Source: an optimization exercise on an open RTL-to-GDS flow (aim: small area and a short achievable clock period). Production flows keep margins and buffers that such runs may drop.
Only simulation tests tie the RTL to the original design; equivalence was not proved.
Power is estimated from default activity; no workload was simulated.

==> v39: inputs <==
## fp_mul_top
module fp_mul_top (
    input  logic        clk,
    input  logic        arst_n,
    input  logic        in_valid,
    input  logic [31:0] fp_x,
    input  logic [31:0] fp_y,
    input  logic [2:0]  r_mode,
    output logic        out_valid,
    output logic [31:0] fp_z,
    output logic        ovrf,
    output logic        udrf
);
    logic        v1, s1, st21_1, st22_1;
    logic [1:0]  rc1, sp1;
    logic [9:0]  es1;
    logic [22:0] fx1;
    logic [25:1] x3_1;
    logic [7:0]  sel1_1, sel2_1, sel3_1, sel4_1;
    logic [6:0]  neg1;
    logic        v2, s2, st21_2, st22_2;
    logic [1:0]  rc2, sp2;
    logic [9:0]  es2;
    logic [47:0] r0_2, r1_2, r2_2;
    logic        v3, s3, oi3, inc3, ova3, ovb3, uda3, udb3;
    logic [1:0]  sp3;
    logic [7:0]  ea3;
    logic [22:0] fr3;
    logic        sign_in;
    logic [1:0]  rc_in, sp_a;
    logic [9:0]  es_a;
    logic [25:1] x3_a;
    logic [7:0]  sel1_a, sel2_a, sel3_a, sel4_a;
    logic [6:0]  neg_a;
    logic        st21_a, st22_a;
    logic [47:0] r0_b, r1_b, r2_b;
    logic [22:0] fr_c;
    logic        inc_c, ova_c, ovb_c, uda_c, udb_c;
    logic [7:0]  ea_c;
    logic [31:0] z_d;
    logic        ovf_d, udf_d;
    assign sign_in = fp_x[31] ^ fp_y[31];
    always_comb begin
        case (r_mode)
            3'd1:    rc_in = fp_mul_pkg::RC_Z;
            3'd2:    rc_in = sign_in ? fp_mul_pkg::RC_INF : fp_mul_pkg::RC_Z;
            3'd3:    rc_in = sign_in ? fp_mul_pkg::RC_Z : fp_mul_pkg::RC_INF;
            3'd4:    rc_in = fp_mul_pkg::RC_NA;
            default: rc_in = fp_mul_pkg::RC_NE;
        endcase
    end
    fp_unpack u_unpack (
        .fp_x     (fp_x),
        .fp_y     (fp_y),
        .special  (sp_a),
        .exp_sum  (es_a),
        .x3       (x3_a),
        .sel1     (sel1_a),
        .sel2     (sel2_a),
        .sel3     (sel3_a),
        .sel4     (sel4_a),
        .neg      (neg_a),
        .sticky21 (st21_a),
        .sticky22 (st22_a)
    );
    always_ff @(posedge clk or negedge arst_n) begin
        if (!arst_n) begin
            v1 <= 1'b0;
  ...
Settings: LEC_CHECK=0, ABC_AREA=1, CAP_MARGIN=20, CORE_MARGIN=2, CORE_UTILIZATION=40, SLEW_MARGIN=20; clock period 8.5 ns.
standard.sh (not shown) runs the stock make flow with config.mk's settings and CLKGATE_MAP_FILE= SYNTH_SCRIPT=/design/flow/synth_recipe.tcl, a recipe that flattens the netlist after the stock synthesis.
==> flow/flow/run.sh <==
#!/bin/bash
# The standard ORFS layout (standard.sh) with these changes to how it is made:
#  - synthesis is the standard script with Yosys's own pre-mapping ABC pass
#    skipped (synth -noabc), so the adder cells come out without inverters
#    between them; registers, flattening and renaming are unchanged
#  - port buffers are buf_1 cells
#  - CTS inserts no dummy loads
#  - the repair steps aim at a setup slack margin (flow/margin.txt) that stands
#    for a shorter clock period than the one signed off
# Each tool's output goes to flow_orfs.log and ORFS's own logs under orfs/logs.
set -euo pipefail
HERE=$(pwd)
MARGIN=$(cat flow/margin.txt)
bash standard.sh \
  SYNTH_SCRIPT="$HERE/flow/synth.tcl" \
  SETUP_SLACK_MARGIN="$MARGIN" \
  BUFFER_PORTS_ARGS="-buffer_cell sky130_fd_sc_hd__buf_1" \
  CTS_ARGS="-sink_clustering_enable -repair_clock_nets -dont_use_dummy_load" \
  finish > flow_orfs.log 2>&1
==> flow/flow/margin.txt <==
5
==> flow/flow/synth.tcl <==
proc synth {args} { yosys synth -nofsm -noshare -noabc {*}$args }
source $::env(SCRIPTS_DIR)/synth.tcl
# left out here: clear keep_hierarchy, flatten, clean up, hide names made inside functions, write 1_2_yosys.v
==> inputs of v29, as changes to v39 <==
==> flow/run.sh (new file) <==
#!/bin/bash
# synth_recipe.tcl (not shown) runs the flow's synth.tcl, then flattens the netlist and writes it again
# the make line also repeats each setting of config.mk as NAME=value (left out here)
make -C /OpenROAD-flow-scripts/flow DESIGN_CONFIG=/design/flow/config.mk WORK_HOME=/design/flow/orfs CLKGATE_MAP_FILE= SYNTH_SCRIPT=/design/flow/synth_recipe.tcl finish
--- a/flow/config.mk
+++ b/flow/config.mk
@@ -9,4 +9,5 @@
 export CAP_MARGIN = 20
 export CORE_MARGIN = 2
 export CORE_UTILIZATION = 40
+export SETUP_SLACK_MARGIN = 5
 export SLEW_MARGIN = 20
removed: flow/flow/run.sh
removed: flow/flow/margin.txt
removed: flow/flow/synth.tcl
removed: flow/standard.sh
==> summary of the runs <==
Between v29 and v39, the lower global-route usage is in v29 (gap 0.51 points). In v39 the combinational power is smaller than in v29, by about 1%. In v29 the routed wire length is smaller than in v39, by about 2%. Of v29 and v39, v29 has the higher fmax (gap 1.6%, measured against v39). In sequential power, v39 and v29 hardly differ. Of v39 and v29, v39 has the higher sequential share of layout area (gap 1.5 points).
==> figures <==
Result of the run: v29 timing/DRC/antenna clean; v39 timing/DRC/antenna clean
Psw: v29 5508 uW; v39 5447 uW
Post-Route Skew: v29 0.03101 ns; v39 0.07825 ns
Number of antenna cells inserted: v29 2; v39 0
Floorplan die height: v29 245.5 um; v39 243.6 um
Post-Syn Area: v29 23320 sq um; v39 22960 sq um
Reg power frac: v29 22.6%; v39 23.6%
Number of placed instances with taps included: v29 3482; v39 3403
Fin nets: v29 3145; v39 3080
Worst r2r src: v29 fx1[7]$_DFF_P_; v39 sel1_1[6]$_DFF_P_
Routability Congestion: v29 0.9812; v39 0.9834
Wirelength, routed: v29 86.24 mm; v39 87.91 mm
Worst-path maximum fanout: v29 17; v39 11

-- re-timing with driven ports --
No port has a modelled driver above. Below, the same layouts with a new extraction and two added sets of constraints. Step 1: set_driving_cell puts a clkbuf_16 on clk and a buf_2 on each other input, an assumption about the parent block. Step 2 adds t to the input delays and takes it off the output delays; t is the mean of the earliest and latest rising clock arrival at the registers after step 1. Input paths then give back, and output paths get back, about the clock's delay inside the block. Slacks: ideal / step 1 / step 2; pairs: ideal / step 1.
run | t (ns) | setup WS [ns] | worst setup path after step 2 | worst register clock-pin slew, ns
v39 | 0.596 | 4.915 / 4.915 / 4.575 | input to register | 0.06 / 0.06
v29 | 0.627 | 4.972 / 4.972 / 4.467 | input to register | 0.07 / 0.07
After both steps every run listed still meets setup and hold. The setup slack of v29, which loses most, moves by 0.000 ns with the drivers and by -0.505 ns with both steps.
